From an optimization exercise on the open Yosys and OpenROAD flow, aimed at small area, a short achievable clock period and few clock cycles per item; shortcuts taken in it are not production practice.
RTL that was checked went through simulation tests only; none was proved equivalent to the original.
No activity file was given, so power comes from the tool's default toggle rates.

Setup of main:
## pulse_width_autobaud_detector
module pulse_width_autobaud_detector
#(
    parameter int NUM_BINS   = 20,
    parameter int WIDTH_BITS = 16
)
(
    input  logic                 clk,
    input  logic                 rst_n,
    input  logic                 pulse_valid,
    output logic                 pulse_ready,
    input  logic [OPCODE_W-1:0]  pulse_opcode,
    input  logic [PULSE_W-1:0]   pulse_width,
    output logic                 result_valid,
    input  logic                 result_ready,
    output logic [OUTCOME_W-1:0] result_outcome,
    output logic [BIN_W-1:0]     result_bin_index,
    output logic [DIV_W-1:0]     result_divisor,
    output logic                 result_engaged,
    input  logic                 cfg_we,
    input  logic [CFG_IDX_W-1:0] cfg_index,
    input  logic [CFG_DAT_W-1:0] cfg_data
);
    function automatic logic cout24(input logic [23:0] a, input logic [23:0] b, input logic cin);
        logic [23:0] g0, p0;
        logic [11:0] g1, p1;
        logic [5:0]  g2, p2;
        logic [2:0]  g3, p3;
        g0 = a & b;
        p0 = a | b;
        g0[0] = g0[0] | (p0[0] & cin);
        for (int i = 0; i < 12; i++)
        begin
  ...
Settings: LEC_CHECK=0, ABC_AREA=1, CAP_MARGIN=20, CORE_MARGIN=2, CORE_UTILIZATION=50, SETUP_SLACK_MARGIN=3.0, SLEW_MARGIN=20; clock period 5.5 ns.
run.sh (not shown) runs the stock make flow with config.mk's settings and CLKGATE_MAP_FILE= SYNTH_SCRIPT=/design/flow/synth_recipe.tcl, a recipe that flattens the netlist after the stock synthesis.
Looking at the reports, main completed the entire flow and the layout it produced met the timing, DRC and antenna checks.
Testbench counts of main, summed over its fixed seeds: cycles 12,910, items 12,800.
The inputs of the feature branch differ from those of main as listed below.
Settings: a change of SETUP_SLACK_MARGIN from 3.0 to 2.5.
Results
From the feature branch to main, share of synthesized registers carrying an async set or reset did not move at all.
Sum of buffers and inverters on the critical path ended up 1 higher on the feature branch than on main.
Compare the feature branch and main | global-route usage lower: the feature branch
The feature branch: first-pass GRT wire length lower than main

---

Setup of yarrow:
Another version of the RTL of pulse_width_autobaud_detector (not shown whole).
For scale: roughly 240 flip-flops, ~20000 sq um of cells after synthesis.
clock: 5.5 ns
lec_check: 0
abc_area: 1
cap_margin: 20
core_margin: 2
core_utilization: 50
setup_slack_margin: 2.3
slew_margin: 20
yarrow: no failed stages, no open violations at the end
Testbench counts of yarrow, summed over its fixed seeds: cycles 12,873, items 12,800.
[inputs] maple vs yarrow
Settings: SETUP_SLACK_MARGIN: 2.3 -> 2.5.
==> comparison <==
No run among yarrow and maple stopped early or left any final violation; all are clean.
yarrow -> maple: register bit count reported by yosys delta 0, exact match
Summary of maple over yarrow: total power per unit cell area -about 2.5%; maximum frequency from static timing analysis +8.2%.
Violation count after the first detailed-routing iteration sits higher in maple than in yarrow.
The logic depth of the worst setup path including buffers of maple is higher than that of yarrow.
Inputs modified between maple and garnet:
Settings: CORE_UTILIZATION changed from 50 to 40.
No stage failed in garnet, and the final checks on the layout all came back clean.
Power per standard cell area came out higher on garnet than on maple.
[garnet vs maple] slew at the pin with the worst max-slew slack: higher in garnet
Peak supply drop ends up higher on maple.
Setup changes, garnet to indigo
Settings: changing CAP_MARGIN from 20 to 5; changing SLEW_MARGIN from 20 to 5; changing CORE_UTILIZATION from 40 to 50.
garnet has higher layout overhead on the synthesized area than indigo.
indigo ended with less number of placement rows than garnet.
Data-path buffer share of cell area in the final layout: indigo > garnet
In the tables for indigo and garnet, largest incremental delay on the critical path reads lower with garnet.
Per the comparison of indigo with garnet, first-pass iteration count of the detailed router -1, number of well taps -about 22%, total power draw -about 2.8%, share of the clock period used by the worst path ~0 delta.
Going from garnet to indigo, total of clock buffers placed in the layout increased by 11 relative to the old numbers, final worst-path setup slack increased by 0.0059 ns relative to the old numbers.

---

## run a
pulse_width_autobaud_detector, a different RTL version from the one above (not shown whole).
Size in the first run: about 2100 cells after synthesis, about 330 flip-flops, ~23000 um^2 of cells after synthesis.
Design pulse_width_autobaud_detector, start of the top module:
module pulse_width_autobaud_detector
#(
    parameter int NUM_BINS   = 20,
    parameter int WIDTH_BITS = 16
)
(
    input  logic                 clk,
    input  logic                 rst_n,
    input  logic                 pulse_valid,
    output logic                 pulse_ready,
    input  logic [OPCODE_W-1:0]  pulse_opcode,
    input  logic [PULSE_W-1:0]   pulse_width,
    output logic                 result_valid,
    input  logic                 result_ready,
    output logic [OUTCOME_W-1:0] result_outcome,
    output logic [BIN_W-1:0]     result_bin_index,
    output logic [DIV_W-1:0]     result_divisor,
    output logic                 result_engaged,
    input  logic                 cfg_we,
    input  logic [CFG_IDX_W-1:0] cfg_index,
    input  logic [CFG_DAT_W-1:0] cfg_data
);
clock: 5.5 ns
lec_check: 0
abc_clock_period_in_ps: 5000
cap_margin: 20
core_margin: 2
core_utilization: 50
setup_slack_margin: 2.0
slew_margin: 20
Run a completed end to end with timing, DRC and antenna clean.
Testbench counts of run a, summed over its fixed seeds: cycles 12,908, items 12,800.
Here is what was changed in the inputs of run b compared with run a.
# run a
export LEC_CHECK = 0
export ABC_CLOCK_PERIOD_IN_PS = 5000
export CAP_MARGIN = 20
export CORE_MARGIN = 2
export CORE_UTILIZATION = 50
export SETUP_SLACK_MARGIN = 2.0
export SLEW_MARGIN = 20
create_clock -name core_clock -period 5.5 [get_ports {clk}]
# run b
export LEC_CHECK = 0
export ABC_CLOCK_PERIOD_IN_PS = 3200
export CAP_MARGIN = 20
export CORE_MARGIN = 2
export CORE_UTILIZATION = 50
export SETUP_SLACK_MARGIN = 2.4
export SLEW_MARGIN = 20
create_clock -name core_clock -period 5.5 [get_ports {clk}]
The worst-case hold slack was comparable across run b and run a.
When the final numbers for run b and run a were put side by side, the delay of the slowest cell on the worst path turned out to be greater in run a.
Max freq run a -> run b: degraded
The run showing the smaller final area is run a.
Arrival time of data at the critical path endpoint: higher on run b

---

pulse_width_autobaud_detector, a different RTL version from the one above (not shown whole).
Size: about 1,900 cells after synthesis.
==> flow/design.v (excerpt) <==
module pulse_width_autobaud_detector
#(
    parameter int NUM_BINS   = 20,
    parameter int WIDTH_BITS = 16
)
(
    input  logic                 clk,
    input  logic                 rst_n,
    input  logic                 pulse_valid,
    output logic                 pulse_ready,
    input  logic [OPCODE_W-1:0]  pulse_opcode,
    input  logic [PULSE_W-1:0]   pulse_width,
    output logic                 result_valid,
    input  logic                 result_ready,
    output logic [OUTCOME_W-1:0] result_outcome,
    output logic [BIN_W-1:0]     result_bin_index,
    output logic [DIV_W-1:0]     result_divisor,
    output logic                 result_engaged,
    input  logic                 cfg_we,
    input  logic [CFG_IDX_W-1:0] cfg_index,
    input  logic [CFG_DAT_W-1:0] cfg_data
);
clock: 5.5 ns
lec_check: 0
cap_margin: 20
core_margin: 2
core_utilization: 50
setup_slack_margin: 2.0
slew_margin: 20
The baseline produced a clean layout.
Testbench counts at the start, summed over its fixed seeds: cycles 12,910, items 12,800.
==> next run, changes <==
ABC_AREA = 1   (was not set)
SETUP_SLACK_MARGIN = 2.5   (was 2.0)
Outcome: The changed run produced a clean layout; total power falls by 16%; die area came out higher by 4.0%; sequential power falls by 9.4%; non-clock buffer count increases by 19; design area increases by about 2.6%; fmax climbs by 19%; final cell count is higher by about 27%.
==> next run, changes <==
SETUP_SLACK_MARGIN = 2.0   (was 2.5)
Total power came out lower by 4.0%.
Clock power shrinks by about 5%.
Design area goes down by 5.9%.
Count of clock-buffer cells in the layout rises by 6.
Sequential share of layout area is higher by 1.9 points.
Global-route usage is lower by 0.67 points.
Critical path depth grows by 1.

---

== v6 ==
Another version of the RTL of pulse_width_autobaud_detector (not shown whole).
For scale: about 2000 cells after synthesis, ~290 flip-flops, roughly 0.021 mm^2 of cells after synthesis.
Design pulse_width_autobaud_detector, start of the top module:
module pulse_width_autobaud_detector
#(
    parameter int NUM_BINS   = 20,
    parameter int WIDTH_BITS = 16
)
(
    input  logic                 clk,
    input  logic                 rst_n,
    input  logic                 pulse_valid,
    output logic                 pulse_ready,
    input  logic [OPCODE_W-1:0]  pulse_opcode,
    input  logic [PULSE_W-1:0]   pulse_width,
    output logic                 result_valid,
    input  logic                 result_ready,
    output logic [OUTCOME_W-1:0] result_outcome,
    output logic [BIN_W-1:0]     result_bin_index,
    output logic [DIV_W-1:0]     result_divisor,
    output logic                 result_engaged,
    input  logic                 cfg_we,
    input  logic [CFG_IDX_W-1:0] cfg_index,
    input  logic [CFG_DAT_W-1:0] cfg_data
);
    function automatic logic cout24(input logic [23:0] a, input logic [23:0] b, input logic cin);
        logic [23:0] g0, p0;
        logic [11:0] g1, p1;
        logic [5:0]  g2, p2;
        logic [2:0]  g3, p3;
        g0 = a & b;
        p0 = a | b;
        g0[0] = g0[0] | (p0[0] & cin);
        for (int i = 0; i < 12; i++)
        begin
            g1[i] = g0[2*i+1] | (p0[2*i+1] & g0[2*i]);
            p1[i] = p0[2*i+1] & p0[2*i];
        end
        for (int i = 0; i < 6; i++)
        begin
            g2[i] = g1[2*i+1] | (p1[2*i+1] & g1[2*i]);
            p2[i] = p1[2*i+1] & p1[2*i];
        end
        for (int i = 0; i < 3; i++)
        begin
            g3[i] = g2[2*i+1] | (p2[2*i+1] & g2[2*i]);
            p3[i] = p2[2*i+1] & p2[2*i];
        end
        cout24 = g3[2] | (p3[2] & (g3[1] | (p3[1] & g3[0])));
    endfunction
    function automatic logic gt24(input logic [23:0] a, input logic [23:0] b);
        gt24 = cout24(a, ~b, 1'b0);
    endfunction
    function automatic logic ge24(input logic [23:0] a, input logic [23:0] b);
        ge24 = cout24(a, ~b, 1'b1);
    endfunction
    function automatic logic sign24(input logic [23:0] x, input logic [23:0] y);
        sign24 = x[23] ^ y[23] ^ cout24({x[22:0], 1'b0}, {y[22:0], 1'b0}, 1'b0);
    endfunction
  ...
Settings: LEC_CHECK=0, CAP_MARGIN=20, CORE_MARGIN=2, CORE_UTILIZATION=50, SETUP_SLACK_MARGIN=2.0, SLEW_MARGIN=20; clock period 5.5 ns.
The final layout from v6, which completed every stage, passed the timing, DRC and antenna checks at the end of the flow.
### v6 -> v7
# v6
export LEC_CHECK = 0
export CAP_MARGIN = 20
export CORE_MARGIN = 2
export CORE_UTILIZATION = 50
export SETUP_SLACK_MARGIN = 2.0
export SLEW_MARGIN = 20
create_clock -name core_clock -period 5.5 [get_ports {clk}]
# v7
export LEC_CHECK = 0
export CAP_MARGIN = 20
export CORE_MARGIN = 2
export CORE_UTILIZATION = 62
export SETUP_SLACK_MARGIN = 2.2
export SLEW_MARGIN = 20
create_clock -name core_clock -period 5.5 [get_ports {clk}]
## What came out
- Fraction of layout cells with a size suffix above 1: v7 > v6
- Total power of the final layout: v7 worse than v6
- Side by side, non-clock buffer total of the final layout turned out higher in v7 than in v6.
- Compare v6 and v7 | global-route usage higher: v7
- Relative to v6, the combinational power of v7 is higher by 6.9%.
- On final-layout worst hold slack, v6 loses to v7.
Function was not checked in any run of this note: the RTL went through the layout flow alone.

---

pulse_width_autobaud_detector, a different RTL version from the one above (not shown whole).
Size in the first run: ~2100 cells after synthesis, about 290 flip-flops, ~21000 µm² of cells after synthesis.
## pulse_width_autobaud_detector
module pulse_width_autobaud_detector
#(
    parameter int NUM_BINS   = 20,
    parameter int WIDTH_BITS = 16
)
(
    input  logic                 clk,
    input  logic                 rst_n,
    input  logic                 pulse_valid,
    output logic                 pulse_ready,
    input  logic [OPCODE_W-1:0]  pulse_opcode,
    input  logic [PULSE_W-1:0]   pulse_width,
    output logic                 result_valid,
    input  logic                 result_ready,
    output logic [OUTCOME_W-1:0] result_outcome,
    output logic [BIN_W-1:0]     result_bin_index,
    output logic [DIV_W-1:0]     result_divisor,
    output logic                 result_engaged,
    input  logic                 cfg_we,
    input  logic [CFG_IDX_W-1:0] cfg_index,
    input  logic [CFG_DAT_W-1:0] cfg_data
);
clock: 5.5 ns
lec_check: 0
cap_margin: 20
core_margin: 2
core_utilization: 50
cts_buf_list: sky130_fd_sc_hd__clkbuf_4 sky130_fd_sc_hd__clkbuf_8
cts_cluster_size: 30
setup_slack_margin: 2.0
slew_margin: 20
Edit:
CTS_BUF_LIST = default   (was sky130_fd_sc_hd__clkbuf_4 sky130_fd_sc_hd__clkbuf_8)
CTS_CLUSTER_SIZE = default   (was 30)
Result: Wire length is lower by 0.99%; first-iteration DRC count is lower by about 2.3%; flip-flop and latch count does not change; final cell count is lower by 0.90%.
No functional check of the RTL was part of any run of this note.

---

the previous run:
pulse_width_autobaud_detector, a different RTL version from the one above (not shown whole).
Size: about 320 flip-flops, ~70 I/O pins.
make LEC_CHECK=0 ABC_CLOCK_PERIOD_IN_PS=3500 CAP_MARGIN=20 CORE_MARGIN=2 CORE_UTILIZATION=50 SETUP_SLACK_MARGIN=2.0 SLEW_MARGIN=20 finish   # period 5.5 ns
## Diff of input files: the current run against the previous run
- changing SETUP_SLACK_MARGIN from 2.0 to 2.6
==> run summary <==
The previous run ended up with short_reg[8] as its start point of the critical path; the current run ended up with short_reg[5]. The current run vs. the previous run: clock-buffer cell count has decreased; setup slack at placement has remained practically unchanged; final period demand of the worst path has increased; power share of the combinational group has increased. In the flow results for the current run and the previous run, the final standard cell utilization of the core is larger on the current run. Of the current run and the previous run, the higher global-route usage belongs to the current run. Between the current run and the previous run, the difference in number of iterations in the first detailed-routing pass is negligible. The current run does worse than the previous run on tightest hold margin. Worst setup path endpoint: hi3_d[14] -> the current run, hi3_d[13] -> the previous run. Summary of the current run over the previous run: routed wire length rose by 9.8%; setup slack went down 3.4 ps; number of antenna violations at the first check in global routing rose 1.
Function was not checked in any run of this note: the RTL went through the layout flow alone.

---

pulse_width_autobaud_detector, a different RTL version from the one above (not shown whole).
For scale: about 2500 cells after synthesis, ~240 flip-flops, roughly 70 I/O pins, about 0.020 mm^2 of cells after synthesis.
export LEC_CHECK = 0
export ABC_AREA = 1
export CAP_MARGIN = 20
export CORE_MARGIN = 2
export CORE_UTILIZATION = 50
export SETUP_SLACK_MARGIN = 2.7
export SLEW_MARGIN = 20
create_clock -name core_clock -period 5.5 [get_ports {clk}]
The starting point finished clean.
Next try:
--- a/flow/config.mk
+++ b/flow/config.mk
@@ -11,2 +11,2 @@
-export CORE_UTILIZATION = 50
-export SETUP_SLACK_MARGIN = 2.7
+export CORE_UTILIZATION = 40
+export SETUP_SLACK_MARGIN = 2.5
Fmax shrinks by about 2.2%.
Area after synthesis does not change.
Core utilization goes down by 13 points.
Routed wire length falls by 3.9%.
Count of clock-buffer cells in the layout came out higher by 7.
Die area grows by about 24%.
Final area decreases by 1.5%.
Next try:
--- a/flow/config.mk
+++ b/flow/config.mk
@@ -11 +11 @@
-export CORE_UTILIZATION = 40
+export CORE_UTILIZATION = 50
=>
- worst hold slack hardly moves
- wire length is higher by 0.82%
- global-route usage is higher by 5.6 points
- total power is higher by 0.54%
- final area is lower by 1.5%
- sequential power barely changes
- count of clock-buffer cells in the layout is lower by 4
- synthesized area is unchanged
- synthesized cell count does not change
- flip-flop and latch count is unchanged
No run of this note included a check of the RTL's function; only the layout flow was run.

---

Another version of the RTL of pulse_width_autobaud_detector (not shown whole).
Size in the first run: ~2,500 cells after synthesis, ~26,000 sq um of cells after synthesis.
clock: 5.5 ns
lec_check: 0
abc_clock_period_in_ps: 2800
cap_margin: 20
core_margin: 2
core_utilization: 50
setup_slack_margin: 2.5
slew_margin: 20
==> next run, changes <==
- ABC_CLOCK_PERIOD_IN_PS: 2800 -> not set
- CORE_UTILIZATION: 50 -> 40
- SETUP_SLACK_MARGIN: 2.5 -> not set
Outcome:
- register-to-register slack gets worse by 0.80 ns
- die area goes up by 25%
- worst hold slack is about the same
==> next run, changes <==
- ABC_CLOCK_PERIOD_IN_PS: not set -> 3500
- CORE_UTILIZATION: 40 -> 50
- SETUP_SLACK_MARGIN: not set -> 1.5
Outcome: The new run finished clean. Sequential power is lower by about 1%. Cell area is higher by 5.3%. Worst setup slack is better by 0.81 ns. Wire length is higher by 5.0%. Sequential cell count stays the same. Sequential share of layout area is lower by 1.6 points. Total power is higher by 4.7%.
Function was not checked in any run of this note: the RTL went through the layout flow alone.

[static timing again, ports no longer ideal]
The flow's constraints put no driver on any port. The routed layouts listed below were extracted and timed again, unchanged, in two steps. Step 1 assumes that a clkbuf_16 drives the clock port and a buf_2 every other input. Step 2 adds t to the input delays and takes it off the output delays; t is the mean of the earliest and latest rising clock arrival at the registers after step 1. Input paths then give back, and output paths get back, about the clock's delay inside the block. Slacks: ideal ports / drivers / drivers and shift; pairs: ideal ports / drivers.
run	t (ns)	setup WS [ns]	worst setup path at the end	slew at the worst register clock pin (ns)	cell pins on the clock port's net
main	0.600	2.767 / 2.706 / 2.245	input to register	0.06 / 0.06	1
the feature branch	0.592	2.542 / 2.488 / 2.006	input to register	0.06 / 0.06	1
yarrow	0.626	2.340 / 2.282 / 1.809	input to register	0.07 / 0.07	1
maple	0.628	2.579 / 2.565 / 1.984	input to register	0.07 / 0.07	1
garnet	0.653	2.573 / 2.536 / 1.912	input to register	0.07 / 0.07	1
indigo	0.628	2.579 / 2.565 / 1.984	input to register	0.07 / 0.07	1
run a	0.581	1.849 / 1.849 / 1.458	input to register	0.07 / 0.07	1
run b	0.577	1.793 / 1.793 / 1.760	input to register	0.07 / 0.07	1
the first run of note 4	0.605	2.020 / 1.996 / 1.404	input to register	0.06 / 0.06	1
the second run of note 4	0.599	2.582 / 2.561 / 2.063	input to register	0.06 / 0.06	1
the third run of note 4	0.599	2.122 / 2.122 / 1.652	input to register	0.07 / 0.07	1
v6	0.630	1.482 / 1.482 / 1.379	input to register	0.07 / 0.07	1
v7	0.609	1.454 / 1.454 / 1.409	input to register	0.07 / 0.07	1
the first run of note 6	0.651	1.611 / 1.611 / 1.208	input to register	0.07 / 0.07	1
the second run of note 6	0.580	1.639 / 1.639 / 1.324	input to register	0.06 / 0.06	1
the previous run	0.612	1.742 / 1.742 / 1.559	input to register	0.06 / 0.06	1
the current run	0.615	1.738 / 1.738 / 1.681	input to register	0.07 / 0.07	1
the first run of note 8	0.637	2.613 / 2.570 / 2.013	input to register	0.07 / 0.07	1
the second run of note 8	0.629	2.547 / 2.508 / 1.966	input to register	0.06 / 0.06	1
the third run of note 8	0.626	2.517 / 2.521 / 1.899	input to register	0.07 / 0.07	1
the first run of note 9	0.623	1.435 / 1.435 / 1.435	register to register	0.07 / 0.07	1
the second run of note 9	0.589	0.632 / 0.632 / 0.484	input to register	0.07 / 0.07	1
the third run of note 9	0.621	1.438 / 1.438 / 1.090	input to register	0.07 / 0.07	1
After both steps setup and hold are still met in every run listed. For garnet, which loses most, drivers alone change the setup slack by -0.037 ns; drivers and shift together by -0.661 ns.
